From an optimization exercise on the open Yosys and OpenROAD flow, aimed at small area, a short achievable clock period and few clock cycles per item; shortcuts taken in it are not production practice.
At most, simulation tests tie the RTL to the original design; equivalence was not proved.
The clock input has no modelled driver; a real chip could not lean on it and would need a root buffer or a full tree.
Power figures rest on the tool's default switching activity, not on a simulated workload.

run a:
// data_mem_ctrl
module data_mem_ctrl #(
  parameter int Height     = 64,
  parameter int Length     = 32,
  parameter int WaitStates = 0
) (
  input  logic                                        clk,
  input  logic                                        rst_n,
  input  logic                                        reqValid,
  output logic                                        reqReady,
  input  logic                                        writeEnable,
  input  logic [2:0]                                  funct3,
  input  logic [$clog2(Height)+$clog2(Length/8)-1:0]  address,
  input  logic [Length-1:0]                           dataIn,
  output logic                                        respValid,
  output logic [Length-1:0]                           dataOut,
  output logic                                        error
);
Size: roughly 2200 flip-flops, roughly 82 I/O pins.
clock: 3.6 ns
lec_check: 0
abc_area: 1
cap_margin: 20
core_margin: 2
core_utilization: 55
place_density: 0.65
setup_slack_margin: 1.65
slew_margin: 20
standard.sh (not shown) runs the stock make flow with config.mk's settings and CLKGATE_MAP_FILE= SYNTH_SCRIPT=/design/flow/synth_recipe.tcl, a recipe that flattens the netlist after the stock synthesis.
==> flow/flow/run.sh <==
#!/bin/bash
# Standard layout (the standard.sh) with one change: the clock tree is
# built with larger sink clusters and without dummy balancing loads.
set -euo pipefail
bash standard.sh \
  "CTS_ARGS=-sink_clustering_enable -repair_clock_nets -dont_use_dummy_load -sink_clustering_size 30 -sink_clustering_max_diameter 60" \
  finish > standard_finish.log 2>&1
[inputs] run b vs run a
# run a
export LEC_CHECK = 0
export ABC_AREA = 1
export CAP_MARGIN = 20
export CORE_MARGIN = 2
export CORE_UTILIZATION = 55
export PLACE_DENSITY = 0.65
export SETUP_SLACK_MARGIN = 1.65
export SLEW_MARGIN = 20
create_clock -name core_clock -period 3.6 [get_ports {clk}]
# run b
export LEC_CHECK = 0
export CAP_MARGIN = 20
export CORE_MARGIN = 2
export CORE_UTILIZATION = 65
export PLACE_DENSITY = 0.75
export SETUP_SLACK_MARGIN = 1.65
export SLEW_MARGIN = 20
create_clock -name core_clock -period 3.6 [get_ports {clk}]
[summary]
Post-synthesis compound-gate area fraction, run a and run b, lower one = run a.
Run b against run a: non-clock buffer contribution to total cell area saw a decrease; maximum clock frequency saw a decrease; average cell area after synthesis saw an increase; sequential share of layout area saw an increase; routing usage on met2 saw an increase.
Against run a, run b comes in 9 lower on logic depth of the worst setup path including buffers.
No run of this note included a check of the RTL's function; only the layout flow was run.


Another version of the RTL of data_mem_ctrl (not shown whole).
Size in the first run: ~2200 flip-flops, roughly 79000 um2 of cells after synthesis.
==> flow/config.mk <==
export PLATFORM = sky130hd
export DESIGN_NAME = data_mem_ctrl
export DESIGN_NICKNAME = data_mem_ctrl
export VERILOG_FILES = /design/flow/design.v
export SDC_FILE = /design/flow/constraint.sdc
export NUM_CORES = 4
export LEC_CHECK = 0
export CAP_MARGIN = 20
export CORE_MARGIN = 2
export CORE_UTILIZATION = 50
export PLACE_DENSITY = 0.6
export SETUP_SLACK_MARGIN = 1.6
export SLEW_MARGIN = 20
==> flow/constraint.sdc <==
create_clock -name core_clock -period 3.6 [get_ports {clk}]
set_input_delay 0.7200 -clock core_clock [delete_from_list [all_inputs] [get_ports {clk}]]
set_output_delay 0.7200 -clock core_clock [all_outputs]
set_load 0.01 [all_outputs]
run.sh (not shown) runs the stock make flow with config.mk's settings and CLKGATE_MAP_FILE= SYNTH_SCRIPT=/design/flow/synth_recipe.tcl, a recipe that flattens the netlist after the stock synthesis.
Stock flow here: none of the scripts above is used.
Testbench counts at the start, summed over its fixed seeds: cycles 16,024, items 16,000.
Rerun with:
==> flow/flow/run.sh (new file) <==
#!/bin/bash
# Standard layout (the standard.sh) with one change: the clock tree is
# built with larger sink clusters and without dummy balancing loads.
set -euo pipefail
bash standard.sh \
  "CTS_ARGS=-sink_clustering_enable -repair_clock_nets -dont_use_dummy_load -sink_clustering_size 30 -sink_clustering_max_diameter 60" \
  finish > standard_finish.log 2>&1
==> flow/standard.sh (new file) <==
#!/bin/bash
# synth_recipe.tcl (not shown) runs the flow's synth.tcl, then flattens the netlist and writes it again
# the make line also repeats each setting of config.mk as NAME=value (left out here)
make -C /OpenROAD-flow-scripts/flow DESIGN_CONFIG=/design/flow/config.mk WORK_HOME=/design/flow/orfs CLKGATE_MAP_FILE= SYNTH_SCRIPT=/design/flow/synth_recipe.tcl "${@:-finish}"
Settings changed: CORE_UTILIZATION 50 to 65, PLACE_DENSITY 0.6 to 0.75.
removed: flow/run.sh
After rerunning:
- The changed run completed without violations
- fmax rose by 1.6%
- hold slack improves by 110 ps
- cell count went down by 11%
- wire length is lower by 9.7%
Rerun with:
==> flow/run.sh (new file) <==
#!/bin/bash
# synth_recipe.tcl (not shown) runs the flow's synth.tcl, then flattens the netlist and writes it again
# the make line also repeats each setting of config.mk as NAME=value (left out here)
make -C /OpenROAD-flow-scripts/flow DESIGN_CONFIG=/design/flow/config.mk WORK_HOME=/design/flow/orfs CLKGATE_MAP_FILE= SYNTH_SCRIPT=/design/flow/synth_recipe.tcl finish
Settings changed: CTS_CLUSTER_DIAMETER set to 40, CTS_CLUSTER_SIZE set to 24.
removed: flow/flow/run.sh
removed: flow/standard.sh
Effect:
- count of clock-buffer cells in the layout increases by 81
- setup slack loses 53 ps
- non-clock buffer count decreases by 9
- combinational power is about the same
- sequential cell count is unchanged
- fmax decreases by 2.5%
- sequential share of layout area decreases by 3.0 points
- first-iteration DRC count decreases by 2.2%


== build 78 ==
The RTL this note starts from:
==> flow/design.v <==
module data_mem_ctrl #(
  parameter int Height     = 64,
  parameter int Length     = 32,
  parameter int WaitStates = 0
) (
  input  logic                                        clk,
  input  logic                                        rst_n,
  input  logic                                        reqValid,
  output logic                                        reqReady,
  input  logic                                        writeEnable,
  input  logic [2:0]                                  funct3,
  input  logic [$clog2(Height)+$clog2(Length/8)-1:0]  address,
  input  logic [Length-1:0]                           dataIn,
  output logic                                        respValid,
  output logic [Length-1:0]                           dataOut,
  output logic                                        error
);
  logic ready_q, v0_q, v1_q, v2_q;
  logic accept;
  assign accept    = reqValid && ready_q;
  assign reqReady  = ready_q;
  assign respValid = v2_q;
  always_ff @(posedge clk or negedge rst_n) begin
    if (!rst_n) begin
      ready_q <= 1'b0;
      v0_q    <= 1'b0;
      v1_q    <= 1'b0;
      v2_q    <= 1'b0;
    end else begin
      ready_q <= 1'b1;
      v0_q    <= accept;
      v1_q    <= v0_q;
      v2_q    <= v1_q;
    end
  end
  logic       st_legal, ld_legal;
  logic [1:0] lane;
  logic [3:0] be;
  logic [31:0] wd;
  logic [7:0] hi_dec, lo_dec;
  always_comb begin
    st_legal = writeEnable && !funct3[2] && (funct3[1:0] != 2'b11);
    ld_legal = !writeEnable && (funct3 != 3'b011) && (funct3 != 3'b110) &&
               (funct3 != 3'b111);
    lane = address[1:0];
    if (funct3[1:0] == 2'b01) lane[0] = 1'b0;
    if (funct3[1]) lane = 2'b00;
    case (funct3[1:0])
      2'b00:   be = 4'b0001 << lane;
      2'b01:   be = lane[1] ? 4'b1100 : 4'b0011;
      default: be = 4'b1111;
    endcase
    wd[7:0]   = dataIn[7:0];
    wd[15:8]  = (funct3[1:0] == 2'b00) ? dataIn[7:0] : dataIn[15:8];
    wd[23:16] = funct3[1] ? dataIn[23:16] : dataIn[7:0];
    wd[31:24] = funct3[1] ? dataIn[31:24] :
                (funct3[0] ? dataIn[15:8] : dataIn[7:0]);
    hi_dec = 8'b1 << address[7:5];
    lo_dec = 8'b1 << address[4:2];
  end
  logic [7:0]  hir_q [4];
  logic [7:0]  hiw_q;
  logic [7:0]  lo_q [4];
  logic [31:0] wd_q;
  logic [1:0]  lane_q;
  logic        byte_q, half_q, uns_q, zero_q, err_q;
  always_ff @(posedge clk) begin
    for (int b = 0; b < 4; b++)
      hir_q[b] <= (be[b] && !writeEnable) ? hi_dec : 8'b0;
    hiw_q  <= (accept && st_legal) ? hi_dec : 8'b0;
    for (int b = 0; b < 4; b++)
      lo_q[b] <= (accept && st_legal && !be[b]) ? 8'b0 : lo_dec;
    wd_q   <= wd;
    lane_q <= lane;
    byte_q <= (funct3[1:0] == 2'b00);
    half_q <= (funct3[1:0] == 2'b01);
    uns_q  <= funct3[2];
    zero_q <= !ld_legal;
    err_q  <= !(st_legal || ld_legal);
  end
  logic [31:0] mem [64];
  logic [31:0] rd;
  always_comb begin
    rd = '0;
    for (int h = 0; h < 8; h++) begin
      logic [31:0] part;
      part = '0;
      for (int l = 0; l < 8; l++)
        for (int b = 0; b < 4; b++)
          part[b*8 +: 8] = part[b*8 +: 8] | (mem[h*8+l][b*8 +: 8] & {8{lo_q[b][l]}});
      for (int b = 0; b < 4; b++)
        rd[b*8 +: 8] = rd[b*8 +: 8] | (part[b*8 +: 8] & {8{hir_q[b][h]}});
    end
  end
  always_ff @(posedge clk) begin
    for (int h = 0; h < 8; h++)
      for (int l = 0; l < 8; l++)
        for (int b = 0; b < 4; b++)
          if (hiw_q[h] && lo_q[b][l])
            mem[h*8+l][b*8 +: 8] <= wd_q[b*8 +: 8];
  end
  logic [31:0] rd_q;
  logic [1:0]  lane1_q;
  logic        byte1_q, half1_q, uns1_q, zero1_q, err1_q;
  always_ff @(posedge clk) begin
    rd_q    <= rd;
    lane1_q <= lane_q;
    byte1_q <= byte_q;
    half1_q <= half_q;
    uns1_q  <= uns_q;
    zero1_q <= zero_q;
    err1_q  <= err_q;
  end
  logic [7:0]  b0, b1;
  logic        sgn;
  logic [31:0] ld;
  always_comb begin
    case (lane1_q)
      2'd0:    b0 = rd_q[7:0];
      2'd1:    b0 = rd_q[15:8];
      2'd2:    b0 = rd_q[23:16];
      default: b0 = rd_q[31:24];
    endcase
    b1  = lane1_q[1] ? rd_q[31:24] : rd_q[15:8];
    sgn = !uns1_q && (byte1_q ? b0[7] : b1[7]);
    if (byte1_q)      ld = {{24{sgn}}, b0};
    else if (half1_q) ld = {{16{sgn}}, b1, b0};
    else              ld = rd_q;
    if (zero1_q) ld = '0;
  end
  always_ff @(posedge clk) begin
    dataOut <= ld;
    error   <= err1_q;
  end
endmodule
Settings: LEC_CHECK=0, CAP_MARGIN=20, CORE_MARGIN=2, CORE_UTILIZATION=65, PLACE_DENSITY=0.75, SETUP_SLACK_MARGIN=1.85, SLEW_MARGIN=20; clock period 3.6 ns.
standard.sh (not shown) runs the stock make flow with config.mk's settings and CLKGATE_MAP_FILE= SYNTH_SCRIPT=/design/flow/synth_recipe.tcl, a recipe that flattens the netlist after the stock synthesis.
==> flow/flow/run.sh <==
#!/bin/bash
# Standard layout (the standard.sh) with three changes: the output
# registers are pulled next to their port buffers (flow/pull_regs.tcl), and
# hand-built two-level tree (flow/manual_cts.tcl, run as the PRE_CTS hook)
# instead of TritonCTS's three-level H-tree, and the port buffers start as
# plain buffers (buf_4) rather than delay cells, so timing repair can size them.
set -euo pipefail
here=$(pwd)
bash standard.sh "PRE_CTS_TCL=$here/flow/cts_hook.tcl" MCTS_LEAF_MAX=28 MCTS_NROOT=4 \
  "BUFFER_PORTS_ARGS=-buffer_cell sky130_fd_sc_hd__buf_4" \
  finish > standard_finish.log 2>&1
Other scripts of this flow, unchanged in this note and not shown: flow/flow/cts_hook.tcl, flow/flow/manual_cts.tcl, flow/flow/pull_regs.tcl
Build 78 has completed all stages; timing, DRC and antenna checks passed.
Testbench counts of build 78, summed over its fixed seeds: cycles 16,024, items 16,000.
Edits applied to the flow inputs when going from build 78 to build 38:
==> flow/flow/run.sh <==
#!/bin/bash
# Standard layout (the standard.sh) with three changes: the output
# registers are pulled next to their port buffers (flow/pull_regs.tcl); the
# clock tree is a hand-built two-level tree (flow/manual_cts.tcl), both run as
# the PRE_CTS hook (flow/cts_hook.tcl) instead of TritonCTS's three-level
# H-tree; and the port buffers start as plain buffers (buf_4) rather than
# delay cells, so timing repair can size them.
set -euo pipefail
here=$(pwd)
bash standard.sh "PRE_CTS_TCL=$here/flow/cts_hook.tcl" MCTS_LEAF_MAX=28 MCTS_NROOT=4 \
  "BUFFER_PORTS_ARGS=-buffer_cell sky130_fd_sc_hd__buf_4" \
  finish > standard_finish.log 2>&1
Notes after the runs:
- Comparing build 38 against build 78, there is no change at all in worst setup margin.
- As far as via count of the first global-routing pass is concerned, build 78 and build 38 perform about the same.
- Diff build 78..build 38 | share of total power consumed by net switching | unchanged
- Diff build 38..build 78 | synthesized cell count | unchanged
- Build 78 and build 38 ended up with roughly the same total setup violations reported at the end of the flow.
- Flip-flop and latch count came out exactly the same in build 78 and build 38.
In every run of this note, the design's own scripts or RTL, not TritonCTS, make the clock network.

==> port drivers added, routing unchanged <==
No port has a modelled driver above. Below, the same layouts with a new extraction and two added sets of constraints.
Step 1 assumes that a clkbuf_16 drives the clock port and a buf_2 every other input.
Step 2 moves the port delays by t, midway between the first and last clock arrival at a register: inputs arrive t later, outputs are due t later. That takes back most of the time a late clock gives input paths.
Slacks: ideal / step 1 / step 2; pairs: ideal / step 1.
| run | t (ns) | setup slack, ns | worst hold slack (ns) | latest minus earliest clock arrival (ns) | worst data-port slew with drivers (ns) |
|---|---|---|---|---|---|
| run a | 0.868 | 1.574 / 1.506 / 0.695 | 0.055 / -0.009 / 0.318 | 0.088 / 0.088 | 0.16 |
| run b | 0.838 | 1.515 / 1.442 / 0.771 | 0.170 / 0.112 / 0.322 | 0.074 / 0.075 | 0.20 |
| the first run of note 2 | 0.910 | 1.525 / 1.446 / 0.787 | 0.081 / 0.029 / 0.326 | 0.032 / 0.032 | 0.18 |
| the second run of note 2 | 0.825 | 1.557 / 1.474 / 0.883 | 0.195 / 0.139 / 0.302 | 0.072 / 0.072 | 0.17 |
| the third run of note 2 | 0.903 | 1.504 / 1.422 / 0.828 | 0.108 / 0.054 / 0.331 | 0.052 / 0.052 | 0.18 |
| build 78 | 0.740 | 1.784 / 1.612 / 1.399 | 0.281 / 0.134 / 0.340 | 0.025 / 0.025 | 0.18 |
| build 38 | 0.740 | 1.784 / 1.612 / 1.399 | 0.281 / 0.134 / 0.340 | 0.025 / 0.025 | 0.18 |
After both steps every run listed still meets setup and hold. The setup slack of run a, which loses most, moves by -0.068 ns with the drivers and by -0.879 ns with both steps.
